This is an optimization exercise on Yosys and OpenROAD, whose aim is small area and a short achievable clock period, not a production implementation.
Function was checked by simulation only, so behaviour that the tests miss may differ from the original.

==> flow/design.v <==
module maf_rr_scheduler (
  input  logic        clk,
  input  logic        rst,
  input  logic [3:0]  in_valid,
  input  logic [39:0] in_data,
  output logic [3:0]  in_ready,
  input  logic [3:0]  clr,
  output logic        out_valid,
  input  logic        out_ready,
  output logic [9:0]  out_data,
  output logic [1:0]  out_ch,
  output logic        out_primed
);
  localparam logic [9:0] Q0 = 10'd477;
  localparam logic [3:0] R0 = 4'd13;
  function automatic logic [19:0] cadd10(input logic [9:0] a, input logic [9:0] b);
    logic [9:0] g, p, gg, pp, gn, pn, s0, s1;
    g  = a & b;
    p  = a ^ b;
    gg = g;
    pp = p;
    for (int d = 1; d < 10; d = d * 2) begin
      for (int i = 0; i < 10; i++) begin
        if (i >= d) begin
          gn[i] = gg[i] | (pp[i] & gg[i-d]);
          pn[i] = pp[i] & pp[i-d];
        end else begin
          gn[i] = gg[i];
          pn[i] = pp[i];
        end
      end
      gg = gn;
      pp = pn;
    end
    s0[0] = p[0];
    s1[0] = ~p[0];
    for (int i = 1; i < 10; i++) begin
      s0[i] = p[i] ^ gg[i-1];
      s1[i] = p[i] ^ (gg[i-1] | pp[i-1]);
    end
    cadd10 = {s1, s0};
  endfunction
  function automatic logic [15:0] incdec8(input logic [7:0] x);
    logic [7:0] ci, bi;
    ci[0] = 1'b1;
    bi[0] = 1'b1;
    for (int i = 1; i < 8; i++) begin
      ci[i] = ci[i-1] & x[i-1];
      bi[i] = bi[i-1] & ~x[i-1];
    end
    incdec8 = {x ^ bi, x ^ ci};
  endfunction
  function automatic logic [19:0] csa10(input logic [9:0] a, input logic [9:0] b,
                                        input logic [9:0] c);
    logic [9:0] s, k;
    s = a ^ b ^ c;
    k = (a & b) | (a & c) | (b & c);
    csa10 = {k[8:0], 1'b0, s};
  endfunction
  logic [3:0][13:0][9:0] hist_q;
  logic [3:0][9:0]       q_q;
  logic [3:0][3:0]       r_q;
  logic [3:0][3:0]       fill_q;
  logic [1:0]            last_q;
  logic        out_valid_q;
  logic [9:0]  out_data_q;
  logic [1:0]  out_ch_q;
  logic        out_primed_q;
  logic [3:0] elig, gnt;
  logic [1:0] grant;
  logic       found, accept;
  assign elig  = in_valid & ~clr;
  assign found = |elig;
  always_comb begin
    case (last_q)
      2'd0:    gnt = elig[1] ? 4'b0010 : elig[2] ? 4'b0100 : elig[3] ? 4'b1000 : elig[0] ? 4'b0001 : 4'b0000;
      2'd1:    gnt = elig[2] ? 4'b0100 : elig[3] ? 4'b1000 : elig[0] ? 4'b0001 : elig[1] ? 4'b0010 : 4'b0000;
      2'd2:    gnt = elig[3] ? 4'b1000 : elig[0] ? 4'b0001 : elig[1] ? 4'b0010 : elig[2] ? 4'b0100 : 4'b0000;
      default: gnt = elig[0] ? 4'b0001 : elig[1] ? 4'b0010 : elig[2] ? 4'b0100 : elig[3] ? 4'b1000 : 4'b0000;
    endcase
  end
  assign grant    = {gnt[3] | gnt[2], gnt[3] | gnt[1]};
  assign accept   = found && (!out_valid_q || out_ready) && !rst;
  assign in_ready = accept ? gnt : 4'b0000;
  logic [3:0][9:0] samp, oldc;
  logic [3:0]      prim;
  logic [9:0]  din, oldu, q_g;
  logic [3:0]  r_g;
  logic        primed;
  always_comb begin
    for (int i = 0; i < 4; i++) begin
      samp[i] = in_data[10*i +: 10] ^ 10'h200;
      prim[i] = fill_q[i][3] & fill_q[i][2] & fill_q[i][1];
      oldc[i] = prim[i] ? hist_q[i][13] : 10'd512;
    end
    din    = '0;
    q_g    = '0;
    r_g    = '0;
    oldu   = '0;
    primed = 1'b0;
    for (int i = 0; i < 4; i++) begin
      din    = din    | (gnt[i] ? samp[i] : 10'd0);
      q_g    = q_g    | (gnt[i] ? q_q[i]  : 10'd0);
      r_g    = r_g    | (gnt[i] ? r_q[i]  : 4'd0);
      oldu   = oldu   | (gnt[i] ? oldc[i] : 10'd0);
      primed = primed | (gnt[i] & prim[i]);
    end
  end
  logic [5:0] t, po;
  logic [1:0] ft;
  logic       nz;
  logic signed [6:0] w;
  logic signed [2:0] fw;
  logic [3:0] mw;
  assign t  = r_g + din[3:0] + din[7:4] + din[9:8];
  assign po = oldu[3:0] + oldu[7:4] + oldu[9:8];
  assign w  = {1'b0, t} - {1'b0, po};
  always_comb begin
    ft = (t >= 6'd45) ? 2'd3 : (t >= 6'd30) ? 2'd2 : (t >= 6'd15) ? 2'd1 : 2'd0;
    nz = !(t == 6'd0 || t == 6'd15 || t == 6'd30 || t == 6'd45);
    if      (w >= 7'sd45)  begin fw =  3'sd3; mw = 4'(w - 7'sd45); end
    else if (w >= 7'sd30)  begin fw =  3'sd2; mw = 4'(w - 7'sd30); end
    else if (w >= 7'sd15)  begin fw =  3'sd1; mw = 4'(w - 7'sd15); end
    else if (w >= 7'sd0)   begin fw =  3'sd0; mw = 4'(w); end
    else if (w >= -7'sd15) begin fw = -3'sd1; mw = 4'(w + 7'sd15); end
    else if (w >= -7'sd30) begin fw = -3'sd2; mw = 4'(w + 7'sd30); end
    else                   begin fw = -3'sd3; mw = 4'(w + 7'sd45); end
  end
  logic [19:0] csa_a, add_a, add_n2, csa_n1, csa_n2;
  logic [9:0]  a, a1, y0, y1, quot;
  assign csa_a = csa10(q_g, {4'b0, din[9:4]}, {8'b0, din[9:8]});
  assign add_a = cadd10(csa_a[9:0], csa_a[19:10]);
  assign a     = add_a[9:0];
  logic [2:0] lo0, lo1;
  logic [7:0] hi, hi1;
  logic [15:0] id_a;
  assign hi   = a[9:2];
  assign id_a = incdec8(hi);
  assign hi1  = id_a[7:0];
  assign lo0  = {1'b0, a[1:0]} + {1'b0, ft};
  assign lo1  = {1'b0, a[1:0]} + {1'b0, ft} + 3'd1;
  assign y0   = {lo0[2] ? hi1 : hi, lo0[1:0]};
  assign y1   = {lo1[2] ? hi1 : hi, lo1[1:0]};
  assign quot = ((!y0[9] && nz) ? y1 : y0) ^ 10'h200;
  logic [19:0] csa_n3;
  logic [9:0]  sn;
  logic [6:0]  shi;
  logic [15:0] id_n;
  logic signed [4:0] lsum;
  logic [9:0]  q_new;
  assign csa_n1 = csa10(q_g, {4'b0, din[9:4]}, {8'b0, din[9:8]});
  assign csa_n2 = csa10(csa_n1[9:0], csa_n1[19:10], ~{4'b0, oldu[9:4]});
  assign csa_n3 = csa10(csa_n2[9:0], csa_n2[19:10], ~{8'b0, oldu[9:8]});
  assign add_n2 = cadd10(csa_n3[9:0], csa_n3[19:10]);
  assign sn   = add_n2[9:0];
  assign shi  = sn[9:3];
  assign id_n = incdec8({1'b0, shi});
  assign lsum = {2'b0, sn[2:0]} + {{2{fw[2]}}, fw} + 5'd2;
  always_comb begin
    if (lsum < 0)       q_new = {id_n[14:8], lsum[2:0]};
    else if (lsum >= 8) q_new = {id_n[6:0],  lsum[2:0]};
    else                q_new = {shi,        lsum[2:0]};
  end
  always_ff @(posedge clk) begin
    for (int i = 0; i < 4; i++)
      if (accept && gnt[i])
        hist_q[i] <= {hist_q[i][12:0], samp[i]};
  end
  always_ff @(posedge clk or posedge rst) begin
    if (rst) begin
      for (int i = 0; i < 4; i++) begin
        q_q[i] <= Q0;
        r_q[i] <= R0;
      end
      fill_q       <= '0;
      last_q       <= 2'd3;
      out_valid_q  <= 1'b0;
      out_data_q   <= '0;
      out_ch_q     <= '0;
      out_primed_q <= 1'b0;
    end else begin
      for (int i = 0; i < 4; i++) begin
        if (clr[i]) begin
          q_q[i]    <= Q0;
          r_q[i]    <= R0;
          fill_q[i] <= '0;
        end else if (accept && gnt[i]) begin
          q_q[i]    <= q_new;
          r_q[i]    <= mw;
          if (fill_q[i] != 4'd15) fill_q[i] <= fill_q[i] + 4'd1;
        end
      end
      if (accept) begin
        last_q       <= grant;
        out_valid_q  <= 1'b1;
        out_data_q   <= quot;
        out_ch_q     <= grant;
        out_primed_q <= primed;
      end else if (out_ready) begin
        out_valid_q  <= 1'b0;
      end
    end
  end
  assign out_valid  = out_valid_q;
  assign out_data   = out_data_q;
  assign out_ch     = out_ch_q;
  assign out_primed = out_primed_q;
endmodule
==> flow/run.sh <==
#!/bin/bash
# synth_recipe.tcl (not shown) runs the flow's synth.tcl, then flattens the netlist and writes it again
# the make line also repeats each setting of config.mk as NAME=value (left out here)
make -C /OpenROAD-flow-scripts/flow DESIGN_CONFIG=/design/flow/config.mk WORK_HOME=/design/flow/orfs CLKGATE_MAP_FILE= SYNTH_SCRIPT=/design/flow/synth_recipe.tcl finish
==> flow/config.mk <==
export PLATFORM = sky130hd
export DESIGN_NAME = maf_rr_scheduler
export DESIGN_NICKNAME = maf_rr_scheduler
export VERILOG_FILES = /design/flow/design.v
export SDC_FILE = /design/flow/constraint.sdc
export NUM_CORES = 4
export LEC_CHECK = 0
export CAP_MARGIN = 20
export CORE_MARGIN = 2
export CORE_UTILIZATION = 40
export SLEW_MARGIN = 20
==> flow/constraint.sdc <==
create_clock -name core_clock -period 17.0 [get_ports {clk}]
set_input_delay 3.4000 -clock core_clock [delete_from_list [all_inputs] [get_ports {clk}]]
set_output_delay 3.4000 -clock core_clock [all_outputs]
set_load 0.01 [all_outputs]
==> results.yml, run 1 <==
run_status:
  status: "complete, no violations"
timing:
  min_period_ns: 13.44
  finalMaxSlewViolations: 0
  worst_pin_slew_ns: 1.05
  worst_hold_slack_ns: 0.412
  worst_clock_skew_ns: 0.0175
  maxSlewHeadroom: 0.299
  finalSetupViolations: 0
  fin_crit_sh: 0.791
  fin_tns_setup_ns: 0
  finalHoldViolations: 0
  rsz0062_at_grt: "no"
  max_freq_ghz: 0.0744
setup_path:
  cp-start-kind: "input pin"
  cp_max_fo: 27
  cp_common_cell: "fa_1"
  cpPeakStageDelay_ns: 0.92
  cp.required_ns: 17.43
  crit_start: "clr[1]"
  path_class: "input pin to flop"
  worstPathArrival_ns: 13.87
  r2r_start: "last_q[0]"
  crit_slowest_cell: "clkdlybuf4s50_1"
  cp-end-kind: "flop"
synth:
  synth_area_leaders: "edfxtp_1, dfrtp_1, dfstp_2"
  synthFlopType: "edfxtp_1"
  ys_seq_area_frac: 0.770
  synth_xor_area_frac: 0.0154
  syn_area_mm2: 0.0248
  yosysMostFrequentCell: "edfxtp_1"
  ys_types: 84
  synthTopCellsByCount: "edfxtp_1, o21ai_0, nand2_1"
  synth_top_area_frac: 0.679
  syn_avg_cell_area_um2: 16.8
  syn_inst: 1474
  synth_mux_area_frac: 0.00323
  synthAdderAreaFrac: 0.0616
  synth_compound_area_frac: 0.0739
  syn_nets: 1633
  yosys_warnings: 1
  synth_area_leader_cell: "edfxtp_1"
  synth_top_family_by_area: "compound AO/OA/AOI/OAI gates"
  synth-seq-cells: 648
  synth-simple-area-share: 0.0556
  ys_async_sr_fraction: 0.136
  synth_edf_count: 560
die:
  die_area_mm2: 0.0639
  die_w_um: 253
  core_mm2: 0.0615
  placementRows: 91
  initial_core_util: 0.403
  floorplan.die.height_um: 253
  ios: 69
place:
  port_buffers: 68
  place_congestion: 0.828
  hpwl_mm: 31.1
routing:
  drt_pre_antenna_iters: 8
  dr_total_vias: 12606
  wl_per_cell_um: 19.9
  antenna_left: 0
  viasPerCell: 5.18
  wirelength_mm: 48.3
  drt_iter0_drc: 1124
  drc: 0
cts:
  cts_buffer_depth: 3
  clockRootBuffer: "clkbuf_16"
  post_cts_buffers: 0
  cts_buffers: 67
  insertion_delay_ns: 0.59
  cts.sinks: 648
  htreeDepth: 3
  ctsResizeCount: 0
  hold_buffers: 0
  cts_tree: "yes"
  clkTransAtPathRegs_ns: 0.06
cells_and_area:
  syn_to_final_growth_pct: 15.8
  drive_gt1_frac: 0.112
  layout.nets: 1748
  antenna_cells: 0
grt:
  track_usage: 0.155
  overflow: 0
  first_global_vias: 12695
  antenna_found_initial: 0
  grt_max_degree: 89
  grt_pass1_wl_mm: 74.2
worst_hold_path:
  hp-start: "hist_q[284]"
  hp-class: "flop to flop"
flow_run:
  cap_violations: 0
==> layer usage <==
metal	up-vias	share of wire	track usage
met5	-	0	0
li1	5842	-	-
met1	6316	0.43	0.204
met4	0	0.042	0.0793
met3	90	0.052	0.0273
met2	358	0.48	0.248
==> layout by cell type, fill, tap and decap left out, drive strengths merged, types with 4 or more instances in the layout <==
| cell | netlist | routed |
|---|---|---|
| a31oi | 9 | 9 |
| nor4 | 5 | 5 |
| dfrtp | 46 | 46 |
| o211ai | 13 | 13 |
| nand3b | 14 | 14 |
| clkbuf | 30 | 82 |
| o21a | 5 | 5 |
| fa | 22 | 22 |
| o31ai | 7 | 7 |
| nand3 | 30 | 30 |
| a21o | 13 | 13 |
| nor2b | 9 | 9 |
| nor3b | 6 | 6 |
| inv | 85 | 90 |
| or2 | 4 | 4 |
| nand4b | 7 | 7 |
| a222oi | 25 | 25 |
| nand4 | 4 | 4 |
| xnor2 | 16 | 16 |
| a21boi | 13 | 13 |
| or3 | 4 | 4 |
| clkinv | 3 | 26 |
| dfstp | 42 | 42 |
| buf | 10 | 18 |
| nor2 | 43 | 43 |
| nand2b | 16 | 16 |
| a21oi | 33 | 33 |
| nand2 | 103 | 103 |
| clkdlybuf4s50 | 0 | 68 |
| a22oi | 5 | 5 |
| o21ai | 109 | 109 |
| edfxtp | 560 | 560 |
| ha | 86 | 86 |
| mux2i | 8 | 8 |
| nor3 | 11 | 11 |
| bufinv | 0 | 9 |
| a22o | 4 | 4 |
| xor2 | 18 | 18 |
==> stage by stage <==
step           area (um2)  worst slack (ns)  utilization  std cells
3_5_place_dp        26500              2.99        0.430       2310
5_1_grt             28700              2.80        0.467       2432
4_1_cts             28700              3.60        0.467       2432
3_3_place_gp        26500              3.20        0.430       2310
6_report            28700              3.56        0.467       2432
2_1_floorplan       24800              4.92            -       1474
==> flip-flops by register name, summed over array words and instances (netlist names) <==
register,flops
q_q,40
hist_q,560
out_valid_q,1
fill_q,16
r_q,16
out_primed_q,1
last_q,2
out_ch_q,2
out_data_q,10
==> cells by family (layout without fill, tap and decap cells) <==
family                   Yosys count  in the layout
flip-flops                       648            648
AND/OR/NAND/NOR                  273            273
AO/OA/AOI/OAI                    271            271
buffers and inverters            128            296
adder cells (fa/ha/maj)          109            109
XOR/XNOR                          37             37
multiplexers                       8              8
==> critical path: cells and delay by family <==
| family | cells | cell delay [ns] |
|---|---|---|
| AOI/OAI and AO/OA | 8 | 2.47 |
| xor gates and xnor gates | 4 | 1.63 |
| adders and majority gates | 10 | 3.93 |
| buffers and inverters | 6 | 1.46 |
| muxes | 1 | 0.07 |
| and+or+nand+nor | 4 | 0.90 |
==> cell type report <==
class / instances / area (um2)
clock buffers: 82 / 1770
clock inverters: 40 / 468
fillers: 5269 / 32800
inverters: 88 / 352
multi-input cells: 698 / 5230
flip-flops and latches: 648 / 19100
well taps: 790 / 988
repair buffers: 86 / 820
==> worst paths after layout <==
check	endpoint	slack [ns]	cells past startpoint
setup / recovery	q_q[29]	3.56	33
hold / removal	hist_q[294]	0.41	0
setup reg to reg	q_q[29]	7.14	31
hold reg to reg	hist_q[294]	0.41	0
max in group asynchronous	r_q[1]	13.05	3
min in group asynchronous	fill_q[14]	3.40	3
==> run 2: changes to the inputs <==
--- a/flow/config.mk
+++ b/flow/config.mk
@@ -10,2 +10,3 @@
 export CORE_UTILIZATION = 40
+export SETUP_SLACK_MARGIN = 5
 export SLEW_MARGIN = 20
==> results.yml, run 2 <==
run_status:
  status: "complete, no violations"
place:
  hpwl_mm: 30.5
  place_congestion: 0.835
  place_inst: 2308
  port_buffers: 68
timing:
  finalSetupViolations: 0
  max_freq_ghz: 0.0859
  fin_crit_sh: 0.685
  worst_clock_skew_ns: 0.0306
  worst_pin_slew_ns: 1.11
  finalMaxSlewViolations: 0
  rsz0062_at_grt: "no"
  min_period_ns: 11.65
  maxSlewHeadroom: 0.259
  finalHoldViolations: 0
  fin_tns_setup_ns: 0
cts:
  hold_buffers: 0
  cts_buffers: 68
  clockRootBuffer: "clkbuf_16"
  htreeDepth: 3
  insertion_delay_ns: 0.60
  cts_buffer_depth: 3
  clkTransAtPathRegs_ns: 0.06
  cts.sinks: 648
  cts_tree: "yes"
setup_path:
  path_delay_family: "adder cells"
  path_class: "input pin to flop"
  crit_slowest_cell: "fa_2"
  cp_common_cell: "fa_1"
  crit_buf_inv: 5
  cp-end-kind: "flop"
  cpPeakStageDelay_ns: 0.65
  cp-start-kind: "input pin"
  worstPathArrival_ns: 12.09
  cp_max_fo: 27
  cp.required_ns: 17.44
grt:
  grt_max_degree: 89
  antenna_found_initial: 0
  track_usage: 0.152
  grt_pass1_wl_mm: 73.1
  first_global_vias: 12569
  overflow: 0
die:
  floorplan.die.height_um: 253
  initial_core_util: 0.403
  placementRows: 91
  core_mm2: 0.0615
  die_area_mm2: 0.0639
  ios: 69
  die_w_um: 253
cells_and_area:
  antenna_cells: 0
  regMostFlops: "hist_q"
  finalNonFillerCells: 2445
  final_cell_mix: "edfxtp_1, nand2_1, o21ai_0, ha_1, inv_1"
  layout.nets: 1763
  final_common_cell: "edfxtp_1"
  largest_reg_flops: 560
  fillCellCount: 5258
  final_core_util: 0.470
  syn_to_final_growth_pct: 16.7
  reg_top3: "hist_q (560), q_q (40)"
  drive_gt1_frac: 0.131
synth:
  synth-seq-cells: 648
  syn_nets: 1633
  ys_types: 84
  ys_seq_area_frac: 0.770
  yosysMostFrequentCell: "edfxtp_1"
  synth_area_leaders: "edfxtp_1, dfrtp_1, dfstp_2"
  syn_area_mm2: 0.0248
  synthTopCellsByCount: "edfxtp_1, o21ai_0, nand2_1"
  synth_area_leader_cell: "edfxtp_1"
  syn_inst: 1474
  synth_edf_count: 560
  ys_async_sr_fraction: 0.136
  syn_avg_cell_area_um2: 16.8
  synth_top_area_frac: 0.679
  yosys_warnings: 1
  synthFlopType: "edfxtp_1"
routing:
  drc: 0
  dr_total_vias: 12628
  wl_per_cell_um: 19.8
  antenna_left: 0
  drt_iter0_drc: 943
  wirelength_mm: 48.5
  drt_pre_antenna_iters: 8
  viasPerCell: 5.16
flow_run:
  cap_violations: 0
worst_hold_path:
  hp-class: "flop to flop"
-- run 2: cell counts after synthesis --
Identical to the previous run, type by type.
-- run 2: worst register-to-register path: cells and delay by family (launching register included) --
family | cells | cell delay, ns
XOR/XNOR | 3 | 0.63
buffers and inverters | 4 | 0.53
AND/OR/NAND/NOR | 3 | 0.60
adder cells (fa/ha/maj) | 10 | 4.18
multiplexers | 1 | 0.15
flip-flops | 1 | 0.69
AO/OA/AOI/OAI | 9 | 2.03
-- run 2: per-layer routing --
layer  vias to the layer above  global-route usage  routed length, um
li1                       5869                   -                  -
met2                       354               0.250              23500
met3                        77              0.0267               2500
met4                         0              0.0602               1200
met1                      6328               0.203              21300
met5                         -                   0                  0
-- run 2: cell families (layout without fill, tap and decap cells) --
family,after synthesis,count (layout),share of synthesized area
AO/OA/AOI/OAI,271,271,0.0739
multiplexers,8,8,0.00323
XOR/XNOR,37,38,0.0154
flip-flops,648,648,0.770
buffers and inverters,128,308,0.0204
AND/OR/NAND/NOR,273,273,0.0556
adder cells (fa/ha/maj),109,109,0.0616
-- run 2: metrics by stage --
step	setup WS (ns)	hold slack [ns]	cell area, um2
floorplan	5.70	0.400	24800
global placement	3.25	0.400	26400
finish	5.35	0.403	28900
global route	4.95	0.410	28900
detailed placement	3.00	0.405	26400
CTS	5.00	0.400	28800
-- run 2: worst paths after layout --
kind | slack (ns) | depth (start not counted) | startpoint | endpoint
worst max-delay path | 5.35 | 31 | in_valid[1] | q_q[9]
worst min-delay path | 0.40 | 0 | hist_q[18] | hist_q[28]
worst max register to register | 8.06 | 30 | last_q[1] | q_q[9]
worst min register to register | 0.40 | 0 | hist_q[18] | hist_q[28]
max in group asynchronous | 13.00 | 3 | rst | out_primed_q
min in group asynchronous | 3.44 | 3 | rst | out_ch_q[1]
-- run 2: area by class of cell --
type	instances	area, um2	share of cell area
tap	790	988	0.0342
sequential	648	19100	0.660
timing repair buffer	99	910	0.0315
clock inverter	41	428	0.0148
multi-input combinational	699	5350	0.185
clock buffer	80	1810	0.0626
inverter	88	352	0.0122
-- run 2: timing repair --
| item | in CTS | in global routing |
|---|---|---|
| endpoints found under the setup margin | 32 | 28 |
| buffers inserted | 2 | 13 |
| gates resized for setup | 23 | 17 |
| cloned | 0 | 1 |
| pin swaps | 2 | 7 |
==> run 3: changes to the inputs <==
--- a/flow/config.mk
+++ b/flow/config.mk
@@ -10,2 +10,4 @@
 export CORE_UTILIZATION = 40
+export CTS_BUF_LIST = sky130_fd_sc_hd__clkbuf_4 sky130_fd_sc_hd__clkbuf_8
+export CTS_CLUSTER_SIZE = 40
 export SETUP_SLACK_MARGIN = 5
==> results.yml, run 3 <==
run_status:
  status: "complete, no violations"
setup_path:
  crit_start: "in_valid[1]"
  critPathCapture: "q_q[9]"
  path_class: "input pin to flop"
  crit_slowest_cell: "fa_2"
  r2r_slack_ns: 7.95
  r2r_end: "q_q[9]"
  cp-end-kind: "flop"
  cp.required_ns: 17.51
  r2r_start: "last_q[1]"
  cpPeakStageDelay_ns: 0.67
  cp-start-kind: "input pin"
  reg2regPathDepth: 30
  cp_common_cell: "fa_1"
  worstPathArrival_ns: 12.19
  cp_max_fo: 27
cts:
  cts.sinks: 648
  hold_buffers: 0
  insertion_delay_ns: 0.67
  clkTransAtPathRegs_ns: 0.06
  cts_tree: "yes"
  cts_buffer_depth: 3
  clockRootBuffer: "clkbuf_8"
  cts_buffers: 100
  htreeDepth: 3
synth:
  syn_inst: 1474
  synth-seq-cells: 648
  ys_seq_area_frac: 0.770
  yosysMostFrequentCell: "edfxtp_1"
  ys_types: 84
  yosys_warnings: 1
  syn_nets: 1633
  synth_area_leader_cell: "edfxtp_1"
  syn_avg_cell_area_um2: 16.8
  synth_edf_count: 560
  ys_async_sr_fraction: 0.136
  synthTopCellsByCount: "edfxtp_1, o21ai_0, nand2_1"
  synth_area_leaders: "edfxtp_1, dfrtp_1, dfstp_2"
  syn_area_mm2: 0.0248
  synthFlopType: "edfxtp_1"
  synth_top_area_frac: 0.679
grt:
  track_usage: 0.153
  antenna_found_initial: 0
  grt_max_degree: 89
  overflow: 0
  grt_pass1_wl_mm: 73.7
  first_global_vias: 12918
routing:
  drc: 0
  antenna_left: 0
  dr_total_vias: 12682
  drt_iter0_drc: 947
  viasPerCell: 5.09
  drt_pre_antenna_iters: 5
  wl_per_cell_um: 19.4
  wirelength_mm: 48.4
die:
  initial_core_util: 0.403
  die_area_mm2: 0.0639
  die_w_um: 253
  floorplan.die.height_um: 253
  core_mm2: 0.0615
  placementRows: 91
  ios: 69
timing:
  finalSetupViolations: 0
  rsz0062_at_grt: "yes"
  worst_clock_skew_ns: 0.0233
  min_period_ns: 11.68
  fin_ws_ns: 5.32
  fin_tns_setup_ns: 0
  max_freq_ghz: 0.0856
  finalHoldViolations: 0
  maxSlewHeadroom: 0.287
  worst_hold_slack_ns: 0.401
  worst_pin_slew_ns: 1.07
  finalMaxSlewViolations: 0
  fin_crit_sh: 0.687
place:
  hpwl_mm: 30.5
  preCtsSetupSlack_ns: 3.00
  port_buffers: 68
  place_congestion: 0.835
  dpl-instance-area_mm2: 0.0264
cells_and_area:
  final_common_cell: "edfxtp_1"
  final_cell_mix: "edfxtp_1, clkbuf_8, nand2_1, o21ai_0, ha_1"
  antenna_cells: 0
  layout.nets: 1784
  final_core_util: 0.466
  syn_to_final_growth_pct: 15.6
  largest_reg_flops: 560
  drive_gt1_frac: 0.157
  regMostFlops: "hist_q"
  reg_top3: "hist_q (560), q_q (40)"
  fin_area_mm2: 0.0286
flow_run:
  cap_violations: 0
worst_hold_path:
  hp-start: "hist_q[290]"
  hp-class: "flop to flop"
run 3: cell counts after synthesis:
No cell type changed its count.
run 3: logic make-up after synthesis:
family / synth area share
DFF: 0.770
xor gates and xnor gates: 0.0154
muxes: 0.00323
AOI/OAI and AO/OA: 0.0739
and+or+nand+nor: 0.0556
adders and majority gates: 0.0616
buffers and inverters: 0.0204
run 3: layout make-up:
type                    instances  area, um2
inverters                      88        352
flip-flops and latches        648      19100
repair buffers                 89        841
multi-input cells             698       5330
well taps                     790        988
clock inverters                34        283
fillers                      5283      32800
clock buffers                 146       1780
run 3: routing by layer:
metal	share of wire	GRT usage	vias to the layer above
li1	-	-	5911
met1	0.44	0.201	6343
met2	0.48	0.250	329
met3	0.048	0.0326	99
met4	0.030	0.0629	0
met5	0	0	-
run 3: worst min-delay path by stage:
| stage | to | slack [ns] | cells past startpoint |
|---|---|---|---|
| 2_1_floorplan | hist_q[100] | 0.40 | 0 |
| 3_3_place_gp | hist_q[317] | 0.40 | 0 |
| 3_5_place_dp | hist_q[120] | 0.40 | 0 |
| 4_1_cts | hist_q[163] | 0.39 | 0 |
| 5_1_grt | hist_q[163] | 0.41 | 0 |
| 6_report | hist_q[300] | 0.40 | 0 |
run 3: metrics by stage:
step,std cells
global route,2493
floorplan,1474
CTS,2489
detailed placement,2308
finish,2493
global placement,2308
run 3: critical path, delay by kind of cell:
kind | cells | cell delay [ns]
adders and majority gates | 10 | 4.29
AOI/OAI and AO/OA | 9 | 2.02
buffers and inverters | 5 | 1.12
xor gates and xnor gates | 3 | 0.62
and+or+nand+nor | 3 | 0.58
muxes | 1 | 0.15
run 3: what timing repair did:
item,CTS,global route
endpoints found under the setup margin,29,28
pin swaps,2,4
endpoints found under the hold margin,0,0
buffers inserted,1,4
resized for setup,21,14
gates cloned,0,0
==> run 4: changes to the inputs <==
==> flow/flow/run.sh (new file) <==
#!/bin/bash
# Standard layout, with repair_timing aiming for a larger setup slack so the
# achieved clock period (not just the 17 ns target) is optimised.
set -euo pipefail
bash standard.sh SETUP_SLACK_MARGIN=10 finish > standard.log 2>&1
==> flow/standard.sh (new file) <==
#!/bin/bash
# synth_recipe.tcl (not shown) runs the flow's synth.tcl, then flattens the netlist and writes it again
# the make line also repeats each setting of config.mk as NAME=value (left out here)
make -C /OpenROAD-flow-scripts/flow DESIGN_CONFIG=/design/flow/config.mk WORK_HOME=/design/flow/orfs CLKGATE_MAP_FILE= SYNTH_SCRIPT=/design/flow/synth_recipe.tcl "${@:-finish}"
--- a/flow/config.mk
+++ b/flow/config.mk
@@ -10,5 +10,2 @@
 export CORE_UTILIZATION = 40
-export CTS_BUF_LIST = sky130_fd_sc_hd__clkbuf_4 sky130_fd_sc_hd__clkbuf_8
-export CTS_CLUSTER_SIZE = 40
-export SETUP_SLACK_MARGIN = 5
 export SLEW_MARGIN = 20
removed: flow/run.sh
==> results.yml, run 4 <==
die:
  initial_core_util: 0.403
  placementRows: 91
  die_area_mm2: 0.0639
  die_w_um: 253
  ios: 69
  floorplan.die.height_um: 253
  core_mm2: 0.0615
setup_path:
  cp_common_cell: "buf_6"
  r2r_end: "q_q[9]"
  r2r_slack_ns: 8.96
  path_class: "input pin to flop"
  cp-end-kind: "flop"
  critPathCapture: "q_q[9]"
  reg2regPathDepth: 34
  cp_max_fo: 5
  r2r_start: "last_q[1]"
  crit_start: "clr[3]"
  cpPeakStageDelay_ns: 0.68
  cp.required_ns: 17.48
  worstPathArrival_ns: 10.68
  crit_slowest_cell: "a222oi_1"
  cp-start-kind: "input pin"
routing:
  dr_total_vias: 13701
  wl_per_cell_um: 21.9
  wl_met3_mm: 3.38
  viasPerCell: 5.26
  wirelength_mm: 57.1
  dr.max_layer_used: "met4"
  dr_wl_met2_mm: 27.7
  drt_pre_antenna_iters: 6
  antenna_left: 0
  drc: 0
  drt_iter0_drc: 1217
  wl_met1_mm: 23.8
synth:
  synth_top_area_frac: 0.679
  syn_nets: 1633
  syn_avg_cell_area_um2: 16.8
  syn_inst: 1474
  synthFlopType: "edfxtp_1"
  ys_types: 84
  syn_area_mm2: 0.0248
  synth-seq-cells: 648
  synthTopCellsByCount: "edfxtp_1, o21ai_0, nand2_1"
  synth_edf_count: 560
  yosysMostFrequentCell: "edfxtp_1"
  ys_seq_area_frac: 0.770
  synth_area_leader_cell: "edfxtp_1"
  synth_area_leaders: "edfxtp_1, dfrtp_1, dfstp_2"
  yosys_warnings: 1
  ys_async_sr_fraction: 0.136
cts:
  cts_tree: "yes"
  insertion_delay_ns: 0.61
  htreeDepth: 3
  cts_buffers: 67
  cts.sinks: 648
  cts_buffer_depth: 3
  clockRootBuffer: "clkbuf_16"
  clkTransAtPathRegs_ns: 0.06
grt:
  track_usage: 0.178
  first_global_vias: 13675
  grt_pass1_wl_mm: 84.3
  grt_max_degree: 79
  overflow: 0
  antenna_found_initial: 1
run_status:
  status: "complete, no violations"
cells_and_area:
  ff_latch_area_mm2: 0.0191
  regMostFlops: "hist_q"
  multi_input_area_mm2: 0.00638
  finalNonFillerCells: 2607
  reg_top3: "hist_q (560), q_q (40)"
  antenna_cells: 0
  drive_gt1_frac: 0.286
  largest_reg_flops: 560
  layout.nets: 1925
  final_cell_mix: "edfxtp_1, buf_4, nand2_1, inv_1, clkbuf_16"
  syn_to_final_growth_pct: 27.6
  final_core_util: 0.514
  final_common_cell: "edfxtp_1"
  fillCellCount: 5093
timing:
  worst_pin_slew_ns: 0.988
  finalSetupViolations: 0
  min_period_ns: 10.19
  maxSlewHeadroom: 0.341
  fin_ws_ns: 6.81
  finalMaxSlewViolations: 0
  fin_tns_setup_ns: 0
  rsz0062_at_grt: "yes"
  fin_crit_sh: 0.600
  finalHoldViolations: 0
  worst_clock_skew_ns: 0.0243
  max_freq_ghz: 0.0981
flow_run:
  cap_violations: 0
place:
  hpwl_mm: 32.4
  place_congestion: 0.858
  place_inst: 2308
  preCtsSetupSlack_ns: 3.92
  port_buffers: 68
worst_hold_path:
  hp-class: "flop to flop"
  hp-start: "hist_q[266]"
==> run 4: timing repair <==
action / CTS / global route
resized for setup: 224 / 99
buffers inserted: 103 / 55
pin swaps: 68 / 86
setup endpoints to repair: 403 / 70
hold buffers: 0 / 0
gates cloned: 18 / 3
==> run 4: stage by stage <==
stage | area, um2 | hold WS (ns)
after global placement | 26800 | 0.401
final | 31600 | 0.403
after CTS | 30800 | 0.402
after detailed placement | 26800 | 0.405
after global routing | 31600 | 0.406
after floorplan | 25300 | 0.400
==> run 4: cells by family after synthesis <==
group                    after synthesis  synth area share
AND/OR/NAND/NOR                      273            0.0556
multiplexers                           8           0.00323
buffers and inverters                128            0.0204
flip-flops                           648             0.770
AO/OA/AOI/OAI                        271            0.0739
adder cells (fa/ha/maj)              109            0.0616
XOR/XNOR                              37            0.0154
==> run 4: critical path: cells and delay by family <==
family	cells	cell delay [ns]
adder cells (fa/ha/maj)	8	2.53
AND/OR/NAND/NOR	5	0.84
XOR/XNOR	3	0.72
buffers and inverters	7	0.79
multiplexers	1	0.25
AO/OA/AOI/OAI	11	2.17
==> run 4: area by class of cell <==
type | count | share of cell area
clock buffer | 80 | 0.0549
timing repair inverter | 10 | 0.00368
tap | 790 | 0.0313
multi-input combinational | 703 | 0.202
sequential | 648 | 0.604
timing repair buffer | 248 | 0.0782
clock inverter | 40 | 0.0133
inverter | 88 | 0.0131
==> run 4: worst min path at each step <==
stage,endpoint,slack [ns],cells past startpoint
2_1_floorplan,hist_q[100],0.40,0
3_3_place_gp,hist_q[557],0.40,0
3_5_place_dp,hist_q[100],0.40,0
4_1_cts,hist_q[271],0.40,0
5_1_grt,hist_q[185],0.41,0
6_report,hist_q[276],0.40,0
==> run 4: layer usage <==
metal	vias up	track usage
met2	462	0.296
li1	6195	-
met1	6926	0.232
met3	118	0.0333
met4	0	0.0747
met5	-	0

what the ideal ports hide:
How much do the figures lean on ideal ports? The routed layouts below were timed once more, with nothing changed but the port constraints. Step 1, drivers: a clkbuf_16 drives clk and a buf_2 each remaining input, both assumed. Step 2 moves the port delays by t, midway between the first and last clock arrival at a register: inputs arrive t later, outputs are due t later. That takes back most of the time a late clock gives input paths. a / b / c = ideal / step 1 / step 2; a / b = the first two.
run	t (ns)	setup slack, ns	worst setup path after step 2
run 1	0.642	3.558 / 3.590 / 2.948	input to register
run 2	0.643	5.352 / 5.377 / 4.733	input to register
run 3	0.718	5.315 / 5.335 / 4.618	input to register
run 4	0.657	6.805 / 6.761 / 6.103	input to register
After both steps every run listed still meets setup and hold. For run 4, which loses most, drivers alone change the setup slack by -0.044 ns; drivers and shift together by -0.702 ns.
